Context: an optimization exercise on an open-source flow, tuned for small area, a short achievable clock period and few clock cycles. The choices shown serve that exercise and are no tape-out recipe. Only simulation tests tie the RTL to the original design; equivalence was not proved. Power and IR drop assume default switching activity.

### flow/config.mk
export PLATFORM = sky130hd
export DESIGN_NAME = rv_core
export DESIGN_NICKNAME = rv_core
export VERILOG_FILES = /design/flow/design.v
export SDC_FILE = /design/flow/constraint.sdc
export NUM_CORES = 4
export LEC_CHECK = 0
export CAP_MARGIN = 20
export CORE_MARGIN = 2
export CORE_UTILIZATION = 40
export SLEW_MARGIN = 20
### flow/constraint.sdc
create_clock -name core_clock -period 10.0 [get_ports {clk}]
set_input_delay 2.0000 -clock core_clock [delete_from_list [all_inputs] [get_ports {clk}]]
set_output_delay 2.0000 -clock core_clock [all_outputs]
set_load 0.01 [all_outputs]
### flow/design.v
package rv_isa_pkg;
	typedef enum logic [6:0] {
		LUI    = 7'b0110111,
		AUIPC  = 7'b0010111,
		JAL    = 7'b1101111,
		JALR   = 7'b1100111,
		BRANCH = 7'b1100011,
		LOAD   = 7'b0000011,
		STORE  = 7'b0100011,
		OP_IMM = 7'b0010011,
		OP     = 7'b0110011
	} opcode_e;
	typedef enum logic [2:0] {
		ADD_SUB = 3'b000,
		SLL     = 3'b001,
		SLT     = 3'b010,
		SLTU    = 3'b011,
		XOR     = 3'b100,
		SRL_SRA = 3'b101,
		OR      = 3'b110,
		AND     = 3'b111
	} funct3_e;
	localparam funct3_e BEQ  = ADD_SUB;
	localparam funct3_e BNE  = SLL;
	localparam funct3_e BLT  = XOR;
	localparam funct3_e BGE  = SRL_SRA;
	localparam funct3_e BLTU = OR;
	localparam funct3_e BGEU = AND;
	typedef struct packed {
		opcode_e     opcode;
		funct3_e     funct3;
		logic        f7_alt;
		logic [4:0]  rd;
		logic [4:0]  rs1;
		logic [4:0]  rs2;
		logic [31:0] imm;
		logic        is_load;
		logic        is_store;
		logic        is_jump;
		logic        is_branch;
		logic        writes_rd;
		logic        uses_rs2;
	} decoded_inst_t;
endpackage
package rv_bus_pkg;
	typedef enum logic [2:0] {
		S_IF   = 3'd0,
		S_ID   = 3'd1,
		S_EX   = 3'd2,
		S_MEM  = 3'd3,
		S_WB   = 3'd4,
		S_HALT = 3'd5
	} core_state_e;
	typedef struct packed {
		logic        cyc;
		logic        stb;
		logic        we;
		logic [31:0] adr;
		logic [31:0] dat;
		logic [3:0]  sel;
	} wb_req_t;
	typedef struct packed {
		logic        ack;
		logic [31:0] dat;
	} wb_rsp_t;
endpackage
module inst_decode (
	input  logic [31:0]               inst,
	output rv_isa_pkg::decoded_inst_t dec
);
	rv_isa_pkg::opcode_e     opcode;
	logic        fmt_i;
	logic        fmt_s;
	logic        fmt_b;
	logic        fmt_u;
	logic        fmt_j;
	logic        fmt_r;
	logic [31:0] imm;
	assign opcode = rv_isa_pkg::opcode_e'(inst[6:0]);
	assign fmt_i = (opcode == rv_isa_pkg::JALR) || (opcode == rv_isa_pkg::LOAD) || (opcode == rv_isa_pkg::OP_IMM);
	assign fmt_s = (opcode == rv_isa_pkg::STORE);
	assign fmt_b = (opcode == rv_isa_pkg::BRANCH);
	assign fmt_u = (opcode == rv_isa_pkg::LUI) || (opcode == rv_isa_pkg::AUIPC);
	assign fmt_j = (opcode == rv_isa_pkg::JAL);
	assign fmt_r = (opcode == rv_isa_pkg::OP);
	always_comb
	begin
		if (fmt_i)
			imm = {{20{inst[31]}}, inst[31:20]};
		else if (fmt_s)
			imm = {{20{inst[31]}}, inst[31:25], inst[11:7]};
		else if (fmt_b)
			imm = {{19{inst[31]}}, inst[31], inst[7], inst[30:25], inst[11:8], 1'b0};
		else if (fmt_u)
			imm = {inst[31:12], 12'd0};
		else if (fmt_j)
			imm = {{11{inst[31]}}, inst[31], inst[19:12], inst[20], inst[30:21], 1'b0};
		else
			imm = 32'd0;
	end
	always_comb
	begin
		dec.opcode = opcode;
		dec.funct3 = rv_isa_pkg::funct3_e'(inst[14:12]);
		dec.rd = inst[11:7];
		dec.rs1 = inst[19:15];
		dec.rs2 = inst[24:20];
		dec.imm = imm;
		dec.f7_alt = inst[30] && (fmt_r || ((opcode == rv_isa_pkg::OP_IMM) && (dec.funct3 == rv_isa_pkg::SRL_SRA)));
		dec.is_load = (opcode == rv_isa_pkg::LOAD);
		dec.is_store = fmt_s;
		dec.is_jump = fmt_j || (opcode == rv_isa_pkg::JALR);
		dec.is_branch = fmt_b;
		dec.writes_rd = fmt_i || fmt_u || fmt_j || fmt_r;
		dec.uses_rs2 = fmt_r || fmt_s || fmt_b;
	end
endmodule
module alu (
	input  rv_isa_pkg::decoded_inst_t dec,
	input  logic [31:0]               rs1_val,
	input  logic [31:0]               rs2_val,
	output logic [31:0]               result,
	output logic                      taken
);
	logic [31:0] op_b;
	logic [4:0]  shamt;
	logic [31:0] sra_res;
	logic        eq;
	logic        lt_s;
	logic        lt_u;
	logic        cond;
	assign op_b = (dec.uses_rs2 && !dec.is_store) ? rs2_val : dec.imm;
	assign shamt = op_b[4:0];
	assign sra_res = $signed(rs1_val) >>> shamt;
	assign eq = (rs1_val == op_b);
	assign lt_s = ($signed(rs1_val) < $signed(op_b));
	assign lt_u = (rs1_val < op_b);
	always_comb
	begin
		if (dec.is_load || dec.is_store)
			result = rs1_val + dec.imm;
		else
		begin
			case (dec.funct3)
				rv_isa_pkg::ADD_SUB: result = dec.f7_alt ? (rs1_val - op_b) : (rs1_val + op_b);
				rv_isa_pkg::SLL:     result = rs1_val << shamt;
				rv_isa_pkg::SLT:     result = {31'd0, lt_s};
				rv_isa_pkg::SLTU:    result = {31'd0, lt_u};
				rv_isa_pkg::XOR:     result = rs1_val ^ op_b;
				rv_isa_pkg::SRL_SRA: result = dec.f7_alt ? sra_res : (rs1_val >> shamt);
				rv_isa_pkg::OR:      result = rs1_val | op_b;
				rv_isa_pkg::AND:     result = rs1_val & op_b;
				default: result = 32'd0;
			endcase
		end
	end
	always_comb
	begin
		case (dec.funct3)
			rv_isa_pkg::BEQ:     cond = eq;
			rv_isa_pkg::BNE:     cond = !eq;
			rv_isa_pkg::BLT:     cond = lt_s;
			rv_isa_pkg::BGE:     cond = !lt_s;
			rv_isa_pkg::BLTU:    cond = lt_u;
			rv_isa_pkg::BGEU:    cond = !lt_u;
			default: cond = 1'b0;
		endcase
	end
	assign taken = dec.is_branch && cond;
endmodule
module reg_file (
	input  logic        cpu_clk,
	input  logic        rst,
	input  logic [4:0]  rs1_addr,
	input  logic [4:0]  rs2_addr,
	output logic [31:0] rs1_val,
	output logic [31:0] rs2_val,
	input  logic        we,
	input  logic [4:0]  rd_addr,
	input  logic [31:0] rd_val
);
	logic [31:0] regs [1:32-1];
	assign rs1_val = (rs1_addr == 5'd0) ? 32'd0 : regs[rs1_addr];
	assign rs2_val = (rs2_addr == 5'd0) ? 32'd0 : regs[rs2_addr];
	always_ff @(posedge cpu_clk)
	begin
		if (rst)
		begin
			for (int i = 1; i < 32; i++)
				regs[i] <= 32'd0;
		end
		else if (we && (rd_addr != 5'd0))
			regs[rd_addr] <= rd_val;
	end
endmodule
module core_control (
	input  logic                      cpu_clk,
	input  logic                      rst,
	output rv_bus_pkg::wb_req_t       wb_req,
	input  rv_bus_pkg::wb_rsp_t       wb_rsp,
	output logic [31:0]               inst,
	input  rv_isa_pkg::decoded_inst_t dec,
	input  logic [31:0]               rs1_val,
	input  logic [31:0]               rs2_val,
	output logic [31:0]               op_a,
	output logic [31:0]               op_b,
	input  logic [31:0]               alu_result,
	input  logic                      taken,
	output logic                      rf_we,
	output logic [4:0]                rf_rd,
	output logic [31:0]               rf_wdata,
	output logic [31:0]               led_word,
	output logic                      halted
);
	rv_bus_pkg::core_state_e state;
	logic [31:0] pc;
	logic [31:0] pc_plus4;
	logic [31:0] pc_next;
	logic [31:0] ex_result;
	logic        ex_taken;
	logic [31:0] load_data;
	logic        bus_done;
	logic        ram_access;
	function automatic rv_bus_pkg::wb_req_t bus_start(input logic [31:0] adr, input logic we,
		input logic [31:0] dat);
		rv_bus_pkg::wb_req_t r;
		r.cyc = 1'b1;
		r.stb = 1'b1;
		r.we = we;
		r.adr = adr;
		r.dat = dat;
		r.sel = 4'hf;
		bus_start = r;
	endfunction
	assign pc_plus4 = pc + 32'd4;
	assign bus_done = wb_req.cyc && wb_rsp.ack;
	assign ram_access = (dec.is_load || dec.is_store) && (alu_result < 32'h0000_4000);
	always_comb
	begin
		if (dec.opcode == rv_isa_pkg::JALR)
			pc_next = {ex_result[31:1], 1'b0};
		else if ((dec.opcode == rv_isa_pkg::JAL) || ex_taken)
			pc_next = pc + dec.imm;
		else
			pc_next = pc_plus4;
	end
	always_comb
	begin
		if (dec.opcode == rv_isa_pkg::LUI)
			rf_wdata = dec.imm;
		else if (dec.opcode == rv_isa_pkg::AUIPC)
			rf_wdata = pc + dec.imm;
		else if (dec.is_jump)
			rf_wdata = pc_plus4;
		else if (dec.is_load)
			rf_wdata = load_data;
		else
			rf_wdata = ex_result;
	end
	assign rf_we = (state == rv_bus_pkg::S_WB) && dec.writes_rd;
	assign rf_rd = dec.rd;
	assign halted = (state == rv_bus_pkg::S_HALT);
	always_ff @(posedge cpu_clk)
	begin
		if (rst)
		begin
			state <= rv_bus_pkg::S_IF;
			pc <= 32'h0000_0000;
			wb_req <= '0;
			led_word <= 32'd0;
		end
		else
		begin
			case (state)
				rv_bus_pkg::S_IF:
				begin
					if (bus_done)
					begin
						wb_req <= '0;
						state <= rv_bus_pkg::S_ID;
					end
					else if (!wb_req.cyc)
						wb_req <= bus_start(pc, 1'b0, 32'd0);
				end
				rv_bus_pkg::S_ID:
					state <= rv_bus_pkg::S_EX;
				rv_bus_pkg::S_EX:
				begin
					if (ram_access)
						wb_req <= bus_start(alu_result, dec.is_store, op_b);
					state <= rv_bus_pkg::S_MEM;
				end
				rv_bus_pkg::S_MEM:
				begin
					if (wb_req.cyc)
					begin
						if (wb_rsp.ack)
						begin
							wb_req <= '0;
							state <= rv_bus_pkg::S_WB;
						end
					end
					else
					begin
						if (dec.is_store && (ex_result == 32'h0000_4000))
							led_word <= op_b;
						state <= rv_bus_pkg::S_WB;
					end
				end
				rv_bus_pkg::S_WB:
				begin
					pc <= pc_next;
					if (pc_next == 32'hffff_fffc)
						state <= rv_bus_pkg::S_HALT;
					else
					begin
						wb_req <= bus_start(pc_next, 1'b0, 32'd0);
						state <= rv_bus_pkg::S_IF;
					end
				end
				rv_bus_pkg::S_HALT:
					state <= rv_bus_pkg::S_HALT;
				default:
					state <= rv_bus_pkg::S_IF;
			endcase
		end
	end
	always_ff @(posedge cpu_clk)
	begin
		if ((state == rv_bus_pkg::S_IF) && bus_done)
			inst <= wb_rsp.dat;
		if (state == rv_bus_pkg::S_ID)
		begin
			op_a <= rs1_val;
			op_b <= rs2_val;
		end
		if (state == rv_bus_pkg::S_EX)
		begin
			ex_result <= alu_result;
			ex_taken <= taken;
		end
		if (state == rv_bus_pkg::S_MEM)
			load_data <= wb_req.cyc ? wb_rsp.dat : 32'd0;
	end
endmodule
module rv_core_top (
	input  logic                cpu_clk,
	input  logic                rst,
	output rv_bus_pkg::wb_req_t wb_req,
	input  rv_bus_pkg::wb_rsp_t wb_rsp,
	output logic [31:0]         led_word,
	output logic                halted
);
	rv_isa_pkg::decoded_inst_t dec;
	logic [31:0]   inst;
	logic [31:0]   rs1_val;
	logic [31:0]   rs2_val;
	logic [31:0]   op_a;
	logic [31:0]   op_b;
	logic [31:0]   alu_result;
	logic          taken;
	logic          rf_we;
	logic [4:0]    rf_rd;
	logic [31:0]   rf_wdata;
	core_control u_core_control (
		.cpu_clk    (cpu_clk),
		.rst        (rst),
		.wb_req     (wb_req),
		.wb_rsp     (wb_rsp),
		.inst       (inst),
		.dec        (dec),
		.rs1_val    (rs1_val),
		.rs2_val    (rs2_val),
		.op_a       (op_a),
		.op_b       (op_b),
		.alu_result (alu_result),
		.taken      (taken),
		.rf_we      (rf_we),
		.rf_rd      (rf_rd),
		.rf_wdata   (rf_wdata),
		.led_word   (led_word),
		.halted     (halted)
	);
	inst_decode u_inst_decode (
		.inst (inst),
		.dec  (dec)
	);
	alu u_alu (
		.dec     (dec),
		.rs1_val (op_a),
		.rs2_val (op_b),
		.result  (alu_result),
		.taken   (taken)
	);
	reg_file u_reg_file (
		.cpu_clk  (cpu_clk),
		.rst      (rst),
		.rs1_addr (dec.rs1),
		.rs2_addr (dec.rs2),
		.rs1_val  (rs1_val),
		.rs2_val  (rs2_val),
		.we       (rf_we),
		.rd_addr  (rf_rd),
		.rd_val   (rf_wdata)
	);
endmodule
module rv_core (
	input  logic        clk,
	input  logic        rst,
	output logic        wb_cyc_o,
	output logic        wb_stb_o,
	output logic        wb_we_o,
	output logic [31:0] wb_adr_o,
	output logic [31:0] wb_dat_o,
	output logic [3:0]  wb_sel_o,
	input  logic        wb_ack_i,
	input  logic [31:0] wb_dat_i,
	output logic [31:0] led_word,
	output logic        halted
);
	rv_bus_pkg::wb_req_t wb_req;
	rv_bus_pkg::wb_rsp_t wb_rsp;
	assign wb_cyc_o = wb_req.cyc;
	assign wb_stb_o = wb_req.stb;
	assign wb_we_o  = wb_req.we;
	assign wb_adr_o = wb_req.adr;
	assign wb_dat_o = wb_req.dat;
	assign wb_sel_o = wb_req.sel;
	assign wb_rsp.ack = wb_ack_i;
	assign wb_rsp.dat = wb_dat_i;
	rv_core_top u_rv_core_top (
		.cpu_clk  (clk),
		.rst      (rst),
		.wb_req   (wb_req),
		.wb_rsp   (wb_rsp),
		.led_word (led_word),
		.halted   (halted)
	);
endmodule
### flow/run.sh
#!/bin/bash
# synth_recipe.tcl (not shown) runs the flow's synth.tcl, then flattens the netlist and writes it again
# the make line also repeats each setting of config.mk as NAME=value (left out here)
make -C /OpenROAD-flow-scripts/flow DESIGN_CONFIG=/design/flow/config.mk WORK_HOME=/design/flow/orfs CLKGATE_MAP_FILE= SYNTH_SCRIPT=/design/flow/synth_recipe.tcl finish
==> summary.md <==
| Metric | Value |
|---|---|
| Status | `complete, no violations` |
| Critical R2R Launch | `u_rv_core_top.u_core_control.inst[6]$_DFFE_PP_` |
| Max Cap Viol | `0` |
| Share of cells above drive strength 1 | `0.187` |
| Clk slew on worst S/H paths | `approximately 60 ps` |
| WL/cell | `37.7 um` |
| Cells after Synth | `roughly 7000` |
| Via density | `between 6 and 7` |
| Util after Layout | `0.452` |
| Sequential area share after synthesis | `0.474` |
| FF+latch count, synth | `around 1300` |
| Final period utilization | `0.890` |
| Cts-stage hold buffer count | `0` |
| Post-CTS setup buffers | `0` |
| Initial DRC count | `a little over 9000` |
| CTS root buffer | `clkbuf_16` |
| Post-CTS sizing | `0` |
| Netlist cell types | `~110` |
| First-pass GRT wire length | `roughly 500000 um` |
| Antenna Violating Nets Remaining | `0` |
| Worst hold path type | `reg2reg` |
| Final Hold Fails | `0` |
| Pre-CTS WS | `between 1000 and 1500 ps` |
| Via count | `around 65000` |
| Cell Area, Synth | `~81000 um^2` |
| # fillers | `18425` |
| Initial core utilization | `0.404` |
| 1st-pass router iterations | `8` |
| PwrDens | `165 nW/um^2` |
| Yosys warns | `4` |
| Clock Tree Buf Depth | `3` |
| Count leader, synth | `nor2_1` |
| Core area | `approximately 200000 um^2` |
| Gpl congestion | `1.05` |
| Die area | `205000 um^2` |
| Slew Viols, Final | `0` |
| Final TNS setup | `0 ps` |
| Site Rows | `~160` |
| Placed cell area | `~86000 um^2` |
| Vias in the first global route | `62888` |
| Reg2reg end | `u_rv_core_top.u_core_control.wb_req[38]$_SDFFE_PP0P_` |
| CP endpoint kind | `flip-flop` |
| Grt total ovfl | `0` |
| Final std cells w/o fill | `between 9000 and 10000` |
| Area grow syn2layout | `12.1%` |
| GRT Total Usage | `0.352` |
| Number of buffers added on ports | `approximately 140` |
| Post-synth EDFFs | `around 1200` |
| Worst Skew | `83.4 ps` |
| Slew @ Worst Pin | `around 1300 ps` |
| Rel. slew slack | `0.133` |
| Data arrival time of the critical path | `9610 ps` |
| Finish-stage setup viols | `0` |
| Initial antenna violation count | `17` |
| Leakage | `33.1 nW` |
| Final worst setup slack | `between 1000 and 1500 ps` |
| Startpoint Class | `flip-flop` |
| Crit path time final | `slightly below 9000 ps` |
| Post-route cell area | `approximately 90000 um^2` |
| Chip Width | `453 um` |
| Crit path max fanout | `20` |
| Final hold slack | `approximately 450 ps` |
| Hold depth | `2` |
| WP data required | `approximately 11000 ps` |
| Drt drc | `0` |
| Post-synth top cells | `1407 x nor2_1, 1185 x edfxtp_1, 640 x mux4_2, 515 x nand2_1, 497 x clkbuf_1` |
| Synth Area per Inst | `around 11 um^2` |
| Most used DFF post-synth | `edfxtp_1` |
| Clock latency (worst-skew pair) | `860 ps` |
| TritonCTS clock tree | `built` |
| Total CTS buffers | `150` |
| Synth top area cells | `edfxtp_1 44%, mux4_2 18%, nor2_1 6.5%, dfxtp_1 3.3%, mux2i_1 3.2%` |
| CTS H-tree lvls | `4` |
| RSZ-0062 raised after global routing | `no` |
| WS Path Type | `reg2reg` |
| Final wirelength | `roughly 370000 um` |
| I/O pin total | `approximately 140` |
| R2R cell count | `23` |
| Clock Sinks | `about 1300` |
| Worst hold path startpoint | `u_rv_core_top.u_core_control.wb_req[14]$_SDFFE_PP0P_` |
| Yosys top cell by area | `edfxtp_1` |
| Overall Power | `14.9 mW` |
| Reg2Reg Setup Slack | `between 1000 and 1500 ps` |
| Fmax | `between 0.1 and 0.15 GHz` |
| Nets | `around 7000` |
| Fraction of registers with async set or reset after synthesis | `0` |
| IR drop worst, VDD | `0.167 mV` |
| Placed wire-length estimate | `between 200000 and 300000 um` |
| Pin count of the biggest net entering global routing | `approximately 110` |
| Dpl cells | `between 9000 and 10000` |
| Synth top area share | `0.441` |
| Hold EP | `u_rv_core_top.u_core_control.wb_req[14]$_SDFFE_PP0P_` |
| Die Height | `453 um` |
## registers in the layout, indices dropped and copies added, names as in the netlist
register and flops:
u_rv_core_top.u_core_control.wb_req 67, u_rv_core_top.u_core_control.op_a 32, u_rv_core_top.u_core_control.ex_result 32, u_rv_core_top.u_core_control.led_word 32, u_rv_core_top.u_core_control.ex_taken 1, u_rv_core_top.u_core_control.inst 32
u_rv_core_top.u_core_control.load_data 32, u_rv_core_top.u_reg_file.regs 1024, u_rv_core_top.u_core_control.pc 32, u_rv_core_top.u_core_control.state 3, u_rv_core_top.u_core_control.op_b 32
## worst max-delay path, cell delays in order (launching register included)
cell       delay (ps)
edfxtp_1          830
nand4b_1          270
nor2_2            660
a31oi_1           430
o21ai_0           740
nor2_1            290
nor2_1            210
inv_1              80
ha_1              550
a21oi_1           230
o311a_1           200
a211oi_1          480
nor3_1            130
a2111o_1          440
o31ai_1            70
a2111oi_0         170
buf_4             190
a211oi_1          620
o211ai_1          260
nor4_2            520
and3_1            310
buf_4             240
o211ai_2          400
mux2_2            440
## power by group
group | switching (mW) | internal, mW
logic | 1.95 | 1.02
clock network | 2.45 | 3.03
registers | 0.222 | 6.26
total | 4.63 | 10.3
## layout make-up
class,count,area (um^2),share of cell area
inverters,183,693,0.00766
flip-flops and latches,1319,38300,0.423
diodes,3,7.51,0.0000830
clock buffers,200,4150,0.0459
clock inverters,77,669,0.00740
repair buffers,406,3540,0.0391
multi-input cells,4919,39800,0.440
well taps,2656,3320,0.0367
## kinds of logic after synthesis
logic type,share of synthesized area
compound gates,0.107
xor+xnor,0.0106
fa+ha+maj,0.0251
buf+inv,0.0408
flops,0.474
mux,0.213
other cells,0.0000465
simple gates,0.130
## routing by layer
layer | GRT usage | wire (um) | vias to the layer above
li1 | - | - | 26588
met1 | 0.455 | 137000 | 33235
met2 | 0.540 | 165000 | 4496
met3 | 0.0754 | 38700 | 1087
met4 | 0.223 | 28000 | 12
met5 | 0 | 77 | -
## cell usage in the layout (no fill, tap or decap), types with 29 or more instances in the layout
cell,count
a2111oi_0,29
a211oi_1,94
a21o_1,61
a21oi_1,296
a221oi_1,36
a22oi_1,45
a31oi_1,43
and2_1,62
and3_1,33
buf_4,259
clkbuf_1,37
clkbuf_16,158
clkdlybuf4s50_1,137
clkinv_2,32
conb_1,32
dfxtp_1,134
edfxtp_1,1185
ha_1,158
inv_1,176
mux2i_1,256
mux4_2,640
nand2_1,453
nand2_2,61
nand3_1,118
nand4_1,54
nor2_1,1401
nor3_1,72
nor4_1,39
o211ai_1,45
o21ai_0,204
o31ai_1,43
xnor2_1,63
xor2_1,35
## how the worst max path moves through the flow
| stage | start | cells past startpoint | to | slack (ps) |
|---|---|---|---|---|
| global placement | u_rv_core_top.u_core_control.inst[6]$_DFFE_PP_ | 19 | u_rv_core_top.u_core_control.wb_req[38]$_SDFFE_PP0P_ | 930 |
| finish | u_rv_core_top.u_core_control.inst[6]$_DFFE_PP_ | 23 | u_rv_core_top.u_core_control.wb_req[38]$_SDFFE_PP0P_ | 1100 |
| detailed placement | u_rv_core_top.u_core_control.inst[6]$_DFFE_PP_ | 23 | u_rv_core_top.u_core_control.wb_req[38]$_SDFFE_PP0P_ | 1250 |
| floorplan | u_rv_core_top.u_core_control.inst[2]$_DFFE_PP_ | 28 | u_rv_core_top.u_core_control.wb_req[27]$_SDFFE_PP0P_ | 3550 |
| global route | u_rv_core_top.u_core_control.inst[6]$_DFFE_PP_ | 23 | u_rv_core_top.u_core_control.wb_req[38]$_SDFFE_PP0P_ | 640 |
| CTS | u_rv_core_top.u_core_control.inst[5]$_DFFE_PP_ | 23 | u_rv_core_top.u_core_control.wb_req[38]$_SDFFE_PP0P_ | 1230 |
Testbench counts, summed over its fixed seeds: cycles 426,144.

[static timing again, ports no longer ideal]
How much do the figures lean on ideal ports? The routed layout below was timed once more, with nothing changed but the port constraints. Step 1: set_driving_cell puts a clkbuf_16 on clk and a buf_2 on each other input, an assumption about the parent block. Step 2 moves the port delays by t, midway between the first and last clock arrival at a register: inputs arrive t later, outputs are due t later. That takes back most of the time a late clock gives input paths. Three values: no drivers, after step 1, after step 2; two values: the first two.
shift t [ns]: 0.918
setup WS [ns]: 1.104 / 1.104 / 1.104
hold slack, ns: 0.455 / 0.455 / 0.455
worst setup path after step 2: register to register
slew at the worst register clock pin (ns): 0.07 / 0.07
After both steps setup and hold are still met in this run. For this run, drivers alone change the setup slack by 0.000 ns; drivers and shift together by 0.000 ns.
